Background: an optimization exercise with open tools, aiming at small area, a short achievable clock period and few clock cycles. Do not read the settings as production practice.
Function was checked by simulation only, so behaviour that the tests miss may differ from the original.
No activity file was given, so power comes from the tool's default toggle rates.

**flow/run.sh**
```bash
#!/bin/bash
# synth_recipe.tcl (not shown) runs the flow's synth.tcl, then flattens the netlist and writes it again
# the make line also repeats each setting of config.mk as NAME=value (left out here)
make -C /OpenROAD-flow-scripts/flow DESIGN_CONFIG=/design/flow/config.mk WORK_HOME=/design/flow/orfs CLKGATE_MAP_FILE= SYNTH_SCRIPT=/design/flow/synth_recipe.tcl finish
```
**flow/config.mk**
```make
export PLATFORM = sky130hd
export DESIGN_NAME = indexed_insert_erase_array_top
export DESIGN_NICKNAME = indexed_insert_erase_array_top
export VERILOG_FILES = /design/flow/design.v
export SDC_FILE = /design/flow/constraint.sdc
export NUM_CORES = 4
export LEC_CHECK = 0
export CAP_MARGIN = 20
export CORE_MARGIN = 2
export CORE_UTILIZATION = 40
export SLEW_MARGIN = 20
```
**flow/constraint.sdc**
```tcl
create_clock -name core_clock -period 4.0 [get_ports {i_clk}]
set_input_delay 0.8000 -clock core_clock [delete_from_list [all_inputs] [get_ports {i_clk}]]
set_output_delay 0.8000 -clock core_clock [all_outputs]
set_load 0.01 [all_outputs]
```
**flow/design.v**
```verilog
package iiea_pkg;
    localparam int DATA_W = 32;
    localparam int IDX_W  = 5;
    localparam int KIND_W = 2;
    localparam int STS_W  = 2;
    localparam int CNT_W  = 5;
    localparam logic [KIND_W-1:0] KIND_READ   = 2'd0;
    localparam logic [KIND_W-1:0] KIND_INSERT = 2'd1;
    localparam logic [KIND_W-1:0] KIND_ERASE  = 2'd2;
    localparam logic [STS_W-1:0] ST_OK    = 2'd0;
    localparam logic [STS_W-1:0] ST_RANGE = 2'd1;
    localparam logic [STS_W-1:0] ST_FULL  = 2'd2;
    localparam logic [STS_W-1:0] ST_EMPTY = 2'd3;
    localparam logic signed [DATA_W-1:0] RD_FAIL = -32'sd1;
    typedef struct packed {
        logic accept;     
        logic step;       
        logic commit;     
        logic load_out;   
    } t_ctrl_cmd;
    typedef struct packed {
        logic busy;       
        logic out_free;   
    } t_dp_sts;
endpackage
module indexed_insert_erase_array_top #(
    parameter int DEPTH = 16
) (
    input  logic         i_clk,
    input  logic         i_rst_n,
    input  logic         i_req_valid,
    output logic         o_req_ready,
    input  logic [1:0]   i_req_kind,
    input  logic [4:0]   i_req_index,
    input  logic [31:0]  i_req_write_data,
    output logic         o_rsp_valid,
    input  logic         i_rsp_ready,
    output logic [31:0]  o_rsp_read_data,
    output logic [1:0]   o_rsp_status,
    output logic [4:0]   o_rsp_entry_count
);
    logic        r_ready;
    logic        e_valid;
    logic [1:0]  e_kind;
    logic [4:0]  e_idx;
    logic [31:0] e_wdata;
    logic [4:0]  r_count;
    logic [31:0] r_mem [16];
    logic        s_valid;
    logic        s_rdok;
    logic        s_fail;
    logic [3:0]  s_idx;
    logic [1:0]  s_status;
    logic [4:0]  s_count;
    logic        o_valid;
    logic [31:0] o_rdata;
    logic [1:0]  o_status;
    logic [4:0]  o_count;
    logic        exec;
    logic        is_rd, is_ins, is_era;
    logic        empty, full;
    logic        idx_lt_n, idx_le_n;
    logic [1:0]  e_status;
    logic [4:0]  e_count;
    logic        e_rdok, e_fail;
    logic        ins_do, era_do;
    logic        o_free;
    assign exec   = e_valid && !s_valid;
    assign is_rd  = (e_kind == iiea_pkg::KIND_READ);
    assign is_ins = (e_kind == iiea_pkg::KIND_INSERT);
    assign is_era = (e_kind == iiea_pkg::KIND_ERASE);
    assign empty  = (r_count == 5'd0);
    assign full   = r_count[4];
    assign idx_lt_n = (e_idx < r_count);
    assign idx_le_n = (e_idx <= r_count);
    always_comb begin
        e_status = iiea_pkg::ST_OK;
        e_count  = r_count;
        unique case (e_kind)
            iiea_pkg::KIND_READ: begin
                if (empty)          e_status = iiea_pkg::ST_EMPTY;
                else if (!idx_lt_n) e_status = iiea_pkg::ST_RANGE;
            end
            iiea_pkg::KIND_INSERT: begin
                if (full)           e_status = iiea_pkg::ST_FULL;
                else if (!idx_le_n) e_status = iiea_pkg::ST_RANGE;
                else                e_count  = r_count + 5'd1;
            end
            iiea_pkg::KIND_ERASE: begin
                if (empty)          e_status = iiea_pkg::ST_EMPTY;
                else if (!idx_lt_n) e_status = iiea_pkg::ST_RANGE;
                else                e_count  = r_count - 5'd1;
            end
            default: e_status = iiea_pkg::ST_RANGE;
        endcase
    end
    assign e_rdok = is_rd && idx_lt_n;
    assign e_fail = is_rd && !idx_lt_n;
    assign ins_do = exec && is_ins && !full;
    assign era_do = exec && is_era;
    always_ff @(posedge i_clk) begin
        for (int k = 0; k < 16; k++) begin
            if (ins_do && (5'(k) > e_idx)) begin
                r_mem[k] <= r_mem[(k == 0) ? 0 : k - 1];
            end else if (ins_do && (5'(k) == e_idx)) begin
                r_mem[k] <= e_wdata;
            end else if (era_do && (5'(k) >= e_idx) && (k != 15)) begin
                r_mem[k] <= r_mem[(k == 15) ? 15 : k + 1];
            end
        end
    end
    logic [15:0] rd_sel;
    logic        rd_fail;
    logic [31:0] rd_word;
    always_comb begin
        for (int k = 0; k < 16; k++) begin
            rd_sel[k] = s_valid ? (s_rdok && (s_idx == 4'(k)))
                                : (e_rdok && (e_idx[3:0] == 4'(k)));
        end
        rd_fail = s_valid ? s_fail : e_fail;
        rd_word = {32{rd_fail}};
        for (int k = 0; k < 16; k++) begin
            rd_word = rd_word | (r_mem[k] & {32{rd_sel[k]}});
        end
    end
    assign o_free = !o_valid || i_rsp_ready;
    always_ff @(posedge i_clk) begin
        if (!i_rst_n) begin
            r_ready <= 1'b1;
            e_valid <= 1'b0;
            s_valid <= 1'b0;
            o_valid <= 1'b0;
            r_count <= 5'd0;
        end else begin
            if (r_ready) e_valid <= i_req_valid;
            if (exec) r_count <= e_count;
            if (s_valid) begin
                if (o_free) s_valid <= 1'b0;
            end else if (exec && !o_free) begin
                s_valid <= 1'b1;
            end
            if (o_free) o_valid <= s_valid || exec;
            r_ready <= !((r_ready ? i_req_valid : e_valid) &&
                         (s_valid ? !o_free : (exec && !o_free)));
        end
    end
    always_ff @(posedge i_clk) begin
        if (r_ready) begin
            e_kind  <= i_req_kind;
            e_idx   <= i_req_index;
            e_wdata <= i_req_write_data;
        end
    end
    always_ff @(posedge i_clk) begin
        if (!s_valid) begin
            s_rdok   <= e_rdok;
            s_fail   <= e_fail;
            s_idx    <= e_idx[3:0];
            s_status <= e_status;
            s_count  <= e_count;
        end
    end
    always_ff @(posedge i_clk) begin
        if (o_free) begin
            o_rdata  <= rd_word;
            o_status <= s_valid ? s_status : e_status;
            o_count  <= s_valid ? s_count : e_count;
        end
    end
    assign o_req_ready       = r_ready;
    assign o_rsp_valid       = o_valid;
    assign o_rsp_read_data   = o_rdata;
    assign o_rsp_status      = o_status;
    assign o_rsp_entry_count = o_count;
endmodule
```
==> qor.csv <==
stage;metric;value;unit
route;vias per cell;6.83;
setup_path;WP depth;9;
layout;layout cells sized above 1;0.134;
worst_hold_path;worst hold path type;reg -> reg;
sta;Worst-Margin Slew;1.20;ns
floorplan;Top Ports;84;
power_and_ir_drop;Max IR drop VDD;0.257;mV
cts;cts bufs inserted;72;
yosys;Area contributors post-synth;edfxtp_1 56%, mux2i_1 8.0%, nand2_1 4.4%;
floorplan;Chip Width;287;um
route;vias;26700;
setup_path;Reg-to-Reg End;r_mem[9][25]$_DFFE_PP_;
yosys;asr flop ratio synth;0;
worst_hold_path;Hold Crit Depth;2;
power_and_ir_drop;power density over cell area;395;mW/mm^2
placement;Port Buf Inserts;83;
worst_hold_path;Hold Crit Start;s_count[1]$_DFF_P_;
grt;first-pass GRT wire length;179;mm
setup_path;Startpoint Class;register;
cts;clock sinks;612;
yosys;simple-gate share of the synthesized area;0.0912;
yosys;Gate Count Post-Synth;2805;
grt;largest net degree at the start of global routing;98;
yosys;XOR/XNOR Fraction of Synth Area;0.000273;
grt;vias in the first global route;26000;
sta;highest clock rate;280;MHz
yosys;adder-cell share of the synthesized area;0.00429;
layout;fill cell count;7100;
setup_path;highest-delay cell along the critical path;nand2_2;
setup_path;CP endpoint kind;register;
route;drt first pass iters;10;
power_and_ir_drop;Leak Pwr;13.4;nW
cts;post-cts gate resize count;0;
route;Post-Route WL;124;mm
setup_path;crit path DAT;3.93;ns
yosys;Post-Syn Area per Cell;11.4;um^2
grt;Remaining Overflow, GRT;0;
setup_path;crit-path max cell delay;0.61;ns
sta;headroom to the max-slew limit;0.198;
cts;CTS tree;yes;
cts;Worst-Skew Late Latency;0.62;ns
sta;crit share post-route;0.891;
floorplan;core box area;0.0793;mm^2
setup_path;crit path kind;reg -> reg;
yosys;synth warn;2;
setup_path;RR Startpoint;e_kind[1]$_DFFE_PP_;
layout;sequential cell area;0.0182;mm^2
sta;Final Hold Fails;0;
sta;unrepaired setup endpoints after global routing;false;
setup_path;Max FO, Critical Path;15;
cts;maximum clock path buffer count;3;
yosys;post-synthesis sequential area ratio;0.567;
cts;H-Tree Depth;3;
sta;min Tclk post-route;3.57;ns
yosys;number of flops mapped to enable cells by yosys;595;
yosys;syn nets;2859;
floorplan;Row Count;103;
route;Iteration-0 DRC Markers;4648;
cts;CTS root buf;clkbuf_16;
setup_path;cell mode on critical path;nand2_2;
sta;# setup viols final;0;
layout;Area Growth Syn to Fin;14.9;%
layout;final core utilization;0.465;
worst_hold_path;WHS Endpoint;s_count[1]$_DFF_P_;
setup_path;critical path's top delay family;simple AND/OR/NAND/NOR gates;
placement;GP Congestion;0.891;
yosys;commonest register cell after synthesis;edfxtp_1;
yosys;Yosys reg bits;612;
placement;Post-DP HPWL;72.1;mm
yosys;Compound-Gate Fraction of Synth Area;0.188;
setup_path;Worst Reg-to-Reg Cells;9;
yosys;Yosys cell types;66;
run;MaxCap Viol Count;0;
layout;fin nets;2861;
route;number of routed nets with antenna violations;0;
setup_path;CP cell instances;inv_1 -> ha_1 -> and2b_1 -> nand2_2 -> nor3_1 -> nand2_2 -> buf_4 -> mux2i_1 -> o21ai_0;
cts;Hold Buf Count CTS;0;
yosys;top-area cell type share of the netlist area;0.557;
cts;postcts setup bufs;0;
route;Remaining DRCs;0;
sta;Max Transition Viols Final;0;
setup_path;CP bufs+invs;2;
floorplan;Die Ht;287;um
yosys;mux cell area share after synthesis;0.103;
route;WL/cell;31.8;um
sta;Setup TNS;0;ns
cts;clock slew at reported path FFs;0.06;ns
setup_path;flop-to-flop setup slack;0.43;ns
setup_path;required time worst endpoint;4.36;ns
yosys;Synth area leader;edfxtp_1;
run_status;status;timing/DRC/antenna clean;
floorplan;Die Area;0.0825;mm^2
layout;cell area after layout;0.0369;mm^2
layout;multi-input logic area;0.0128;mm^2
placement;placed cell area;0.0346;mm^2
sta;Clock Skew;0.0211;ns
yosys;main combinational cell family by area after synthesis;compound AO/OA/AOI/OAI gates;
yosys;synthesized area;0.0321;mm^2
floorplan;initial core utilization;0.405;
grt;initial antenna violation count;1;
grt;GR Util All Layers;0.296;
[worst max-delay path by stage]
| stage | from | slack (ns) | endpoint |
|---|---|---|---|
| 4_1_cts | e_kind[1]$_DFFE_PP_ | 0.45 | r_mem[9][16]$_DFFE_PP_ |
| 2_1_floorplan | e_kind[1]$_DFFE_PP_ | -0.86 | r_mem[0][0]$_DFFE_PP_ |
| 6_report | e_kind[1]$_DFFE_PP_ | 0.43 | r_mem[9][25]$_DFFE_PP_ |
| 3_5_place_dp | e_kind[1]$_DFFE_PP_ | 0.49 | r_mem[9][25]$_DFFE_PP_ |
| 5_1_grt | e_kind[1]$_DFFE_PP_ | 0.25 | r_mem[9][19]$_DFFE_PP_ |
| 3_3_place_gp | e_kind[1]$_DFFE_PP_ | 0.56 | r_mem[9][25]$_DFFE_PP_ |
[power breakdown]
group | internal (W) | leakage [nW] | switching (W) | total [W]
clock network | 0.00369 | 1.10 | 0.00277 | 0.00646
registers | 0.00713 | 5.68 | 0.000182 | 0.00732
logic | 0.000318 | 6.60 | 0.000473 | 0.000791
[registers in the layout, indices dropped and copies added, names as in the netlist, 2 cells and up]
register  count
r_count       5
r_mem       512
o_rdata      32
o_count       5
s_status      2
s_idx         4
s_count       5
o_status      2
e_kind        2
e_wdata      32
e_idx         5
[cell usage in the layout, fill, tap and decap left out, types with 10 or more instances in the layout]
cell type,count
inv_1,81
edfxtp_1,595
o22ai_1,64
a221oi_2,30
a22oi_1,32
clkbuf_16,75
buf_4,85
nand2_2,10
mux2i_1,256
clkinv_2,17
or3_1,32
nor2_1,149
a222oi_1,63
o22ai_4,15
nand3_1,23
dfxtp_1,16
a221o_1,33
a221oi_1,99
ha_1,11
a22o_1,96
o21ai_0,246
nand2_1,367
nand4_1,34
a31oi_1,34
a21oi_1,72
buf_12,24
clkbuf_1,15
o21ai_1,14
mux2_2,64
clkdlybuf4s50_1,83
[cell type report]
| class | instances | area share |
|---|---|---|
| Sequential cell | 612 | 0.494 |
| Multi-Input combinational cell | 1845 | 0.348 |
| Timing Repair Buffer | 192 | 0.0529 |
| Clock buffer | 90 | 0.0524 |
| Tap cell | 1050 | 0.0356 |
| Inverter | 84 | 0.00855 |
| Clock inverter | 36 | 0.00814 |
| Antenna cell | 2 | 0.000136 |
[worst reg2reg max path, delay by kind of cell, from the launching register on]
kind,cells,cell delay [ns]
muxes,1,0.18
buffers and inverters,2,0.56
adders and majority gates,1,0.36
AOI/OAI and AO/OA,1,0.09
and+or+nand+nor,4,1.70
DFF,1,0.41
[cell usage after synthesis, drive strengths merged, types with 27 or more instances]
master,count
a21oi,78
a221o,33
a221oi,129
a222oi,63
a22o,97
a22oi,32
a31oi,34
buf,108
clkbuf,156
edfxtp,595
inv,84
mux2,65
mux2i,256
nand2,377
nand3,27
nand4,34
nor2,157
o21ai,261
o22ai,79
or3,33
[stage by stage]
stage	instances	total power, W	setup WS [ns]	hold slack (ns)
floorplan	2805	0.00779	-0.864	0.421
CTS	3909	0.0146	0.452	0.466
global placement	3783	0.00820	0.558	0.444
detailed placement	3783	0.00822	0.489	0.450
finish	3911	0.0146	0.434	0.463
global route	3909	0.0149	0.250	0.487
[metal layers]
metal	up-vias	track usage	share of wire
li1	10900	-	-
met1	13100	0.396	0.38
met2	2229	0.448	0.44
met3	414	0.0747	0.13
met4	2	0.144	0.049
met5	-	0	0.00013
[kinds of logic (layout without fill, tap and decap cells)]
family | count (synthesis) | count (layout)
AO/OA/AOI/OAI | 830 | 830
buffers and inverters | 348 | 402
multiplexers | 321 | 321
AND/OR/NAND/NOR | 682 | 682
flip-flops | 612 | 612
XOR/XNOR | 1 | 1
other | 0 | 2
adder cells (fa/ha/maj) | 11 | 11
Testbench counts, summed over its fixed seeds: cycles 4,816.

[afterwards: timing with drivers on the ports]
How much do the figures lean on ideal ports? The routed layout below was timed once more, with nothing changed but the port constraints.
Step 1 assumes that a clkbuf_16 drives the clock port and a buf_2 every other input.
Step 2 moves the port delays by t, midway between the first and last clock arrival at a register: inputs arrive t later, outputs are due t later. That takes back most of the time a late clock gives input paths.
Slacks: ideal / step 1 / step 2; pairs: ideal / step 1.
t, ns: 0.686
slack for setup (ns): 0.434 / 0.434 / 0.434
worst register clock-pin slew, ns: 0.06 / 0.06
pins driven straight from the clock port: 1
After both steps setup and hold are still met in this run. For this run, drivers alone change the setup slack by 0.000 ns; drivers and shift together by 0.000 ns.
